This is an optimization exercise on Yosys and OpenROAD, whose aim is small area, a short achievable clock period and few clock cycles per item, not a production implementation.
Function was checked by simulation only, so behaviour that the tests miss may differ from the original.

==> inputs of v36 <==
Design triangle_tangent_frame_top, start of the top module:
module triangle_tangent_frame_top (
    input  logic               i_clk,
    input  logic               i_rst_n,
    input  logic               i_in_valid,
    output logic               o_in_stall,
    input  logic [23:0]        i_vertex_id,
    input  logic signed [31:0] i_pos_x,
    input  logic signed [31:0] i_pos_y,
    input  logic signed [31:0] i_pos_z,
    input  logic signed [15:0] i_tex_u,
    input  logic signed [15:0] i_tex_v,
    output logic               o_out_valid,
    input  logic               i_out_stall,
    output logic [23:0]        o_out_vertex_id,
    output logic signed [15:0] o_tangent_x,
    output logic signed [15:0] o_tangent_y,
    output logic signed [15:0] o_tangent_z,
    output logic signed [15:0] o_bitangent_x,
    output logic signed [15:0] o_bitangent_y,
    output logic signed [15:0] o_bitangent_z,
    output logic               o_degenerate,
    output logic               o_last_of_triangle
);
    localparam int MW = ttf_pkg::MAG_W;
    localparam int NW = ttf_pkg::NRM_W;
    logic [2:0] r_t;           
    logic [5:0] r_v;           
    logic       r_par [6];     
    logic       r_sc;          
    logic [1:0] r_cc;          
    logic       r_full;        
    logic       shift;         
    logic en, e1_free, e2_free, acc_ok, accept, acc2, start, deliver, last_dlv;
    assign o_out_valid = r_v[5] && (r_t[2] && r_t != 3'd6);
    assign en          = !(o_out_valid && i_out_stall);
    assign e1_free     = !r_full && !(r_v[0] && r_t < 3'd6);
    assign e2_free     = !r_full && !(r_v[0] && r_t != 3'd7);
    assign acc_ok      = (r_cc == 2'd0) ? !r_full :
                         (r_cc == 2'd1) ? e1_free : e2_free;
    assign o_in_stall  = !acc_ok;
    assign accept      = i_in_valid && acc_ok;
    assign acc2        = accept && (r_cc == 2'd2);
    assign start       = en && (r_t == 3'd7) && (r_full || acc2);
    assign deliver     = o_out_valid && !i_out_stall;
    assign last_dlv    = deliver && (r_t == 3'd4);
    assign shift       = en && (r_t == 3'd7);
    always_ff @(posedge i_clk) begin
        if (!i_rst_n) begin
            r_t    <= 3'd7;
            r_v    <= '0;
            r_sc   <= '0;
            r_cc   <= '0;
            r_full <= 1'b0;
  ...
Settings: LEC_CHECK=0, ABC_CLOCK_PERIOD_IN_PS=4500, CAP_MARGIN=20, CORE_MARGIN=2, CORE_UTILIZATION=50, SETUP_SLACK_MARGIN=4, SLEW_MARGIN=20; clock period 10.0 ns.
run.sh (not shown) runs the stock make flow with config.mk's settings and CLKGATE_MAP_FILE= SYNTH_SCRIPT=/design/flow/synth_recipe.tcl, a recipe that flattens the netlist after the stock synthesis.
==> inputs of v2, as changes to v36 <==
--- a/flow/design.v
+++ b/flow/design.v
@@ -82,17 +82,17 @@
     logic [2:0] r_t;           
     logic [5:0] r_v;           
     logic       r_par [6];     
     logic       r_sc;          
     logic [1:0] r_cc;          
     logic       r_full;        
     logic       shift;         
     logic en, e1_free, e2_free, acc_ok, accept, acc2, start, deliver, last_dlv;
-    assign o_out_valid = r_v[5] && (r_t[2] && r_t != 3'd6);
+    assign o_out_valid = r_v[5] && (r_t >= 3'd2) && (r_t <= 3'd4);
     assign en          = !(o_out_valid && i_out_stall);
     assign e1_free     = !r_full && !(r_v[0] && r_t < 3'd6);
     assign e2_free     = !r_full && !(r_v[0] && r_t != 3'd7);
     assign acc_ok      = (r_cc == 2'd0) ? !r_full :
                          (r_cc == 2'd1) ? e1_free : e2_free;
     assign o_in_stall  = !acc_ok;
     assign accept      = i_in_valid && acc_ok;
     assign acc2        = accept && (r_cc == 2'd2);
@@ -166,18 +166,16 @@
                     r_du2   <= 17'(i_tex_u) - 17'(r_u0);
                     r_dv2   <= 17'(i_tex_v) - 17'(r_v0);
                 end
             endcase
         end
     end
     logic signed [16:0] r_opa1, r_opa2;
     logic signed [32:0] r_opx1, r_opx2;
-    logic signed [42:0] r_pl1, r_pl2;
-    logic signed [40:0] r_ph1, r_ph2;
     logic signed [49:0] r_prod1, r_prod2, r_acc1, r_acc2;
     logic signed [16:0] mux_a1, mux_a2;
     logic signed [32:0] mux_x1, mux_x2;
     always_comb begin
         logic [1:0] k;
         k = 2'((r_t - 3'd1) >> 1);
         if (r_t == 3'd0) begin
             mux_a1 = r_du1;   mux_x1 = 33'(r_dv2);
@@ -185,22 +183,16 @@
         end else if (r_t[0]) begin
             mux_a1 = r_dv2;   mux_x1 = r_e1[k];
             mux_a2 = r_du2;   mux_x2 = r_e1[k];
         end else begin
             mux_a1 = r_dv1;   mux_x1 = r_e2[k];
             mux_a2 = r_du1;   mux_x2 = r_e2[k];
         end
     end
-    logic signed [9:0]  al1, al2;
-    logic signed [7:0]  ah1, ah2;
-    assign al1 = {1'b0, r_opa1[8:0]};
-    assign ah1 = r_opa1[16:9];
-    assign al2 = {1'b0, r_opa2[8:0]};
-    assign ah2 = r_opa2[16:9];
     logic signed [50:0] res1, res2;
     logic [MW-1:0]      mag1, mag2;
     assign res1 = 51'(r_acc1) - 51'(r_prod1);
     assign res2 = 51'(r_acc2) - 51'(r_prod2);
     assign mag1 = res1[50] ? MW'(-res1) : MW'(res1);
     assign mag2 = res2[50] ? MW'(-res2) : MW'(res2);
     logic signed [50:0] resd;
     assign resd = 51'(r_prod1) - 51'(r_prod2);
@@ -211,212 +203,209 @@
     always_ff @(posedge i_clk) begin
         if (en) begin
             if (r_v[0] && r_t <= 3'd6) begin
                 r_opa1 <= mux_a1;
                 r_opx1 <= mux_x1;
                 r_opa2 <= mux_a2;
                 r_opx2 <= mux_x2;
             end
-            r_pl1   <= al1 * r_opx1;
-            r_ph1   <= ah1 * r_opx1;
-            r_pl2   <= al2 * r_opx2;
-            r_ph2   <= ah2 * r_opx2;
-            r_prod1 <= 50'(r_pl1) + (50'(r_ph1) <<< 9);
-            r_prod2 <= 50'(r_pl2) + (50'(r_ph2) <<< 9);
+            r_prod1 <= r_opa1 * r_opx1;
+            r_prod2 <= r_opa2 * r_opx2;
             r_acc1  <= r_prod1;
             r_acc2  <= r_prod2;
-            if (r_v[0] && r_t == 3'd3) begin
+            if (r_v[0] && r_t == 3'd2) begin
                 r_dneg[0]  <= resd[50];
                 r_dzero[0] <= (resd == '0);
             end
             if (r_t == 3'd7) begin
                 r_dneg[5:1]  <= r_dneg[4:0];
                 r_dzero[5:1] <= r_dzero[4:0];
             end
-            if (r_v[0] && r_t == 3'd5) begin
+            if (r_v[0] && r_t == 3'd4) begin
                 r_mt[0] <= mag1; r_st_tmp[0] <= res1[50];
                 r_mb[0] <= mag2; r_sb_tmp[0] <= !res2[50];
             end
-            if (r_v[0] && r_t == 3'd7) begin
+            if (r_v[0] && r_t == 3'd6) begin
                 r_mt[1] <= mag1; r_st_tmp[1] <= res1[50];
                 r_mb[1] <= mag2; r_sb_tmp[1] <= !res2[50];
             end
-            if (r_v[1] && r_t == 3'd1) begin
+            if (r_v[1] && r_t == 3'd0) begin
                 r_mt[2] <= mag1; r_st_tmp[2] <= res1[50];
                 r_mb[2] <= mag2; r_sb_tmp[2] <= !res2[50];
             end
         end
     end
     logic          nrm_b;
     logic [MW-1:0] nm [3];
     logic [MW-1:0] nor_all;
     logic [4:0]    nsh;
     logic [NW-1:0] nn [3];
-    assign nrm_b = (r_t == 3'd3);
+    assign nrm_b = (r_t == 3'd2);
     always_comb begin
         for (int k = 0; k < 3; k++) nm[k] = nrm_b ? r_mb[k] : r_mt[k];
         nor_all = nm[0] | nm[1] | nm[2];
         nsh = '0;
         for (int i = NW; i < MW; i++) if (nor_all[i]) nsh = 5'(i - NW + 1);
         for (int k = 0; k < 3; k++) nn[k] = NW'(nm[k] >> nsh);
     end
     logic [NW-1:0] r_nt [1:3][3];
     logic [NW-1:0] r_nb [1:4][3];
-    logic [2:0]    r_st [1:5];
+    logic [2:0]    r_st [1:4];
     logic [2:0]    r_sb [1:5];
-    logic [1:5]    r_zt;
+    logic [1:4]    r_zt;
     logic [1:5]    r_zb;
     always_ff @(posedge i_clk) begin
         if (en) begin
-            if (r_v[1] && r_t == 3'd2) begin
+            if (r_v[1] && r_t == 3'd1) begin
                 for (int k = 0; k < 3; k++) r_nt[1][k] <= nn[k];
                 r_st[1] <= r_st_tmp;
                 r_zt[1] <= (nor_all == '0);
             end
-            if (r_v[1] && r_t == 3'd3) begin
+            if (r_v[1] && r_t == 3'd2) begin
                 for (int k = 0; k < 3; k++) r_nb[1][k] <= nn[k];
                 r_sb[1] <= r_sb_tmp;
                 r_zb[1] <= (nor_all == '0);
             end
             if (r_t == 3'd7) begin
                 for (int k = 0; k < 3; k++) begin
                     for (int a = 2; a <= 3; a++) r_nt[a][k] <= r_nt[a-1][k];
                     for (int a = 2; a <= 4; a++) r_nb[a][k] <= r_nb[a-1][k];
                 end
-                for (int a = 2; a <= 5; a++) begin
+                for (int a = 2; a <= 4; a++) begin
                     r_st[a] <= r_st[a-1];
                     r_zt[a] <= r_zt[a-1];
                 end
                 for (int a = 2; a <= 5; a++) begin
                     r_sb[a] <= r_sb[a-1];
                     r_zb[a] <= r_zb[a-1];
                 end
             end
         end
     end
-    localparam int SQ_SPLIT = 10;
     logic [NW-1:0]   r_sqop;
-    logic [2*NW-1:0] r_sqa, r_sqb;
-    logic [2*NW-1:0] sqa, sqb;
+    logic [2*NW-1:0] r_sq;
     logic [2*NW+1:0] r_s;
-    logic [2*NW+1:0] s_new, s_base;
+    logic [2*NW-1:0] sq_full;
     always_comb begin
-        sqa = '0;
-        sqb = '0;
+        sq_full = '0;
         for (int i = 0; i < NW; i++) begin
             logic [2*NW-1:0] row;
             row = '0;
             row[2*i] = r_sqop[i];
             for (int j = i + 1; j < NW; j++) row[i+j+1] = r_sqop[i] & r_sqop[j];
-            if (i < SQ_SPLIT) sqa = sqa + row;
-            else sqb = sqb + row;
+            sq_full = sq_full + row;
         end
     end
-    assign s_base = ((r_t == 3'd5) || (r_t == 3'd0)) ? '0 : r_s;
-    assign s_new  = s_base + (2*NW+2)'(r_sqa) + (2*NW+2)'(r_sqb);
     always_ff @(posedge i_clk) begin
         if (en) begin
             case (r_t)
-                3'd3: r_sqop <= r_nt[1][0];
-                3'd4: r_sqop <= r_nt[1][1];
-                3'd5: r_sqop <= r_nt[1][2];
-                3'd6: r_sqop <= r_nb[1][0];
-                3'd7: r_sqop <= r_nb[1][1];
-                default: r_sqop <= r_nb[2][2];
+                3'd2: r_sqop <= r_nt[1][0];
+                3'd3: r_sqop <= r_nt[1][1];
+                3'd4: r_sqop <= r_nt[1][2];
+                3'd5: r_sqop <= r_nb[1][0];
+                3'd6: r_sqop <= r_nb[1][1];
+                3'd7: r_sqop <= r_nb[1][2];
+                default: ;
             endcase
-            r_sqa <= sqa;
-            r_sqb <= sqb;
-            r_s   <= s_new;
+            r_sq <= sq_full;
+            if (r_t == 3'd4 || r_t == 3'd7) r_s <= (2*NW+2)'(r_sq);
+            else r_s <= r_s + (2*NW+2)'(r_sq);
         end
     end
     logic [31:0] r_rem [4];
     logic [31:0] r_root [4];
     logic [63:0] r_rad [4];
     logic [31:0] o_rem [4];
     logic [31:0] o_root [4];
+    logic [63:0] s_fin;
     logic        ld [4];
     logic [30:0] r_lt, r_lb;
-    assign ld[0] = r_v[1] && r_t == 3'd7 && !r_par[1];
-    assign ld[1] = r_v[1] && r_t == 3'd7 &&  r_par[1];
-    assign ld[2] = r_v[2] && r_t == 3'd2 && !r_par[2];
-    assign ld[3] = r_v[2] && r_t == 3'd2 &&  r_par[2];
+    assign s_fin = 64'(r_s + (2*NW+2)'(r_sq));
+    assign ld[0] = r_v[1] && r_t == 3'd6 && !r_par[1];
+    assign ld[1] = r_v[1] && r_t == 3'd6 &&  r_par[1];
+    assign ld[2] = r_v[2] && r_t == 3'd1 && !r_par[2];
+    assign ld[3] = r_v[2] && r_t == 3'd1 &&  r_par[2];
     for (genvar u = 0; u < 4; u++) begin : g_sqrt
         ttf_sqrt2 u_sq (.i_rem(r_rem[u]), .i_root(r_root[u]), .i_bits(r_rad[u][63:60]),
                         .o_rem(o_rem[u]), .o_root(o_root[u]));
         always_ff @(posedge i_clk) begin
             if (en) begin
                 r_rem[u]  <= ld[u] ? 32'd0 : o_rem[u];
                 r_root[u] <= ld[u] ? 32'd0 : o_root[u];
-                r_rad[u]  <= ld[u] ? 64'(s_new) : {r_rad[u][59:0], 4'd0};
+                r_rad[u]  <= ld[u] ? s_fin : {r_rad[u][59:0], 4'd0};
             end
         end
     end
     always_ff @(posedge i_clk) begin
         if (en) begin
-            if (r_v[3] && r_t == 3'd7) r_lt <= r_par[3] ? o_root[1][30:0] : o_root[0][30:0];
-            if (r_v[4] && r_t == 3'd2) r_lb <= r_par[4] ? o_root[3][30:0] : o_root[2][30:0];
+            if (r_v[3] && r_t == 3'd6) r_lt <= r_par[3] ? o_root[1][30:0] : o_root[0][30:0];
+            if (r_v[4] && r_t == 3'd1) r_lb <= r_par[4] ? o_root[3][30:0] : o_root[2][30:0];
         end
     end
     logic [31:0] r_drt [3];
     logic [31:0] r_drb [3];
     logic [15:0] r_dqt [3];
     logic [15:0] r_dqb [3];
     logic [31:0] dot_rem [3];
     logic [31:0] dob_rem [3];
     logic [1:0]  dot_q [3];
     logic [1:0]  dob_q [3];
     logic        dldt, dldb;
-    assign dldt = (r_t == 3'd7);
-    assign dldb = (r_t == 3'd2);
+    assign dldt = (r_t == 3'd6);
+    assign dldb = (r_t == 3'd1);
     for (genvar k = 0; k < 3; k++) begin : g_div
         ttf_div2 u_dt (.i_rem(r_drt[k]), .i_div(r_lt), .o_rem(dot_rem[k]), .o_q(dot_q[k]));
         ttf_div2 u_db (.i_rem(r_drb[k]), .i_div(r_lb), .o_rem(dob_rem[k]), .o_q(dob_q[k]));
         always_ff @(posedge i_clk) begin
             if (en) begin
                 r_drt[k] <= dldt ? 32'(r_nt[3][k]) : dot_rem[k];
                 r_drb[k] <= dldb ? 32'(r_nb[4][k]) : dob_rem[k];
                 r_dqt[k] <= {r_dqt[k][13:0], dot_q[k]};
                 r_dqb[k] <= {r_dqb[k][13:0], dob_q[k]};
             end
         end
     end
     logic signed [15:0] r_ot [3];
     logic signed [15:0] r_ob [3];
-    logic               r_odeg;
+    logic               r_odeg, r_degt;
     logic [15:0]        qvt [3];
     logic [15:0]        qvb [3];
-    logic               zt, zb, dn;
-    assign dn = r_dneg[5];
-    assign zt = r_dzero[5] | r_zt[5];
-    assign zb = r_dzero[5] | r_zb[5];
+    logic               zt, zb, dnt, dnb;
+    assign dnt = r_dneg[4];
+    assign dnb = r_dneg[5];
+    assign zt  = r_dzero[4] | r_zt[4];
+    assign zb  = r_dzero[5] | r_zb[5];
     always_comb begin
         for (int k = 0; k < 3; k++) begin
-            logic [15:0] qf;
-            qf     = 16'((16'(r_dqt[k][15:1]) + 16'd1) >> 1);
-            qvt[k] = zt ? 16'd0 : ((r_st[5][k] ^ dn) ? -qf : qf);
-            qf     = 16'((16'(r_dqb[k][15:1]) + 16'd1) >> 1);
-            qvb[k] = zb ? 16'd0 : ((r_sb[5][k] ^ dn) ? -qf : qf);
+            logic [15:0] q16, qf;
+            q16    = {r_dqt[k][13:0], dot_q[k]};
+            qf     = 16'((16'(q16[15:1]) + 16'd1) >> 1);
+            qvt[k] = zt ? 16'd0 : ((r_st[4][k] ^ dnt) ? -qf : qf);
+            q16    = {r_dqb[k][13:0], dob_q[k]};
+            qf     = 16'((16'(q16[15:1]) + 16'd1) >> 1);
+            qvb[k] = zb ? 16'd0 : ((r_sb[5][k] ^ dnb) ? -qf : qf);
         end
     end
     always_ff @(posedge i_clk) begin
         if (en) begin
-            if (r_v[5] && r_t == 3'd0) begin
+            if (r_v[4] && r_t == 3'd6) begin
                 for (int k = 0; k < 3; k++) r_ot[k] <= qvt[k];
+                r_degt <= zt;
             end
-            if (r_v[5] && r_t == 3'd3) begin
+            if (r_v[5] && r_t == 3'd1) begin
                 for (int k = 0; k < 3; k++) r_ob[k] <= qvb[k];
-                r_odeg <= zt | zb;
+                r_odeg <= r_degt | zb;
             end
         end
     end
     logic [1:0] fr;
-    assign fr = r_t[1:0] == 2'd3 ? 2'd2 : r_t[1:0];
+    assign fr = 2'(r_t - 3'd2);
     assign o_out_vertex_id    = r_ida[5][fr];
     assign o_tangent_x        = r_ot[0];
     assign o_tangent_y        = r_ot[1];
     assign o_tangent_z        = r_ot[2];
     assign o_bitangent_x      = r_ob[0];
     assign o_bitangent_y      = r_ob[1];
     assign o_bitangent_z      = r_ob[2];
     assign o_degenerate       = r_odeg;
-    assign o_last_of_triangle = (r_t == 3'd7);
+    assign o_last_of_triangle = (r_t == 3'd4);
 endmodule
- ABC_CLOCK_PERIOD_IN_PS: 4500 -> 5000
- SETUP_SLACK_MARGIN: 4 -> 3.5
==> run notes <==
v2 finished with timing, DRC and antenna clean. v36 ran to the end with no violations. Critical path depth: v36 is higher than v2 (3). Between v2 and v36, the lower worst setup slack is in v2 (gap 0.15 ns). In v2 the hold slack is lower than in v36, by 0.015 ns. Against v2, the global-route usage of v36 is lower by 0.53 points. In v36 the design area is higher than in v2, by about 4.7%.
==> figures <==
item	v2	v36
Run status	finished clean	finished clean
Number of buffers and inverters on the critical path	7	5
Post-CTS Setup Inserts	555	574
N_diodes	39	13
Reg-to-reg setup timing slack	2.96 ns	3.12 ns
Slowest cell on crit path	fa_1	fa_2
Detailed router's first-iteration violation count	15,124	14,277
Wire length of the first global-routing pass	1,019,000 um	1,044,000 um
Number of enable flip-flop cells after synthesis	3,305	3,508
ClkCell Share	0.04567	0.04500
Setup WS pre-CTS	1.131 ns	1.105 ns
Depth of the worst register-to-register path	27	30
Multi-input combinational area share	0.4740	0.4708
Testbench counts of v36, summed over its fixed seeds: cycles 2,904, items 320.
Testbench counts of v2, summed over its fixed seeds: cycles 2,880, items 320.

-- what the ideal ports hide --
In the flow no input, the clock included, has a driving cell. The finished layouts below were timed again as built, in two steps.
Step 1 assumes that a clkbuf_16 drives the clock port and a buf_2 every other input.
Step 2, shift: input delay + t, output delay - t, t = (earliest + latest rising clock arrival at the registers) / 2. This alone moves slack from input paths to output paths.
Slacks: ideal ports / drivers / drivers and shift; pairs: ideal ports / drivers.
| run | t (ns) | setup WS [ns] | slew at the worst register clock pin (ns) |
|---|---|---|---|
| v36 | 1.115 | 3.118 / 3.118 / 3.118 | 0.07 / 0.07 |
| v2 | 1.083 | 2.965 / 2.965 / 2.965 | 0.07 / 0.07 |
After both steps every run listed still meets setup and hold.
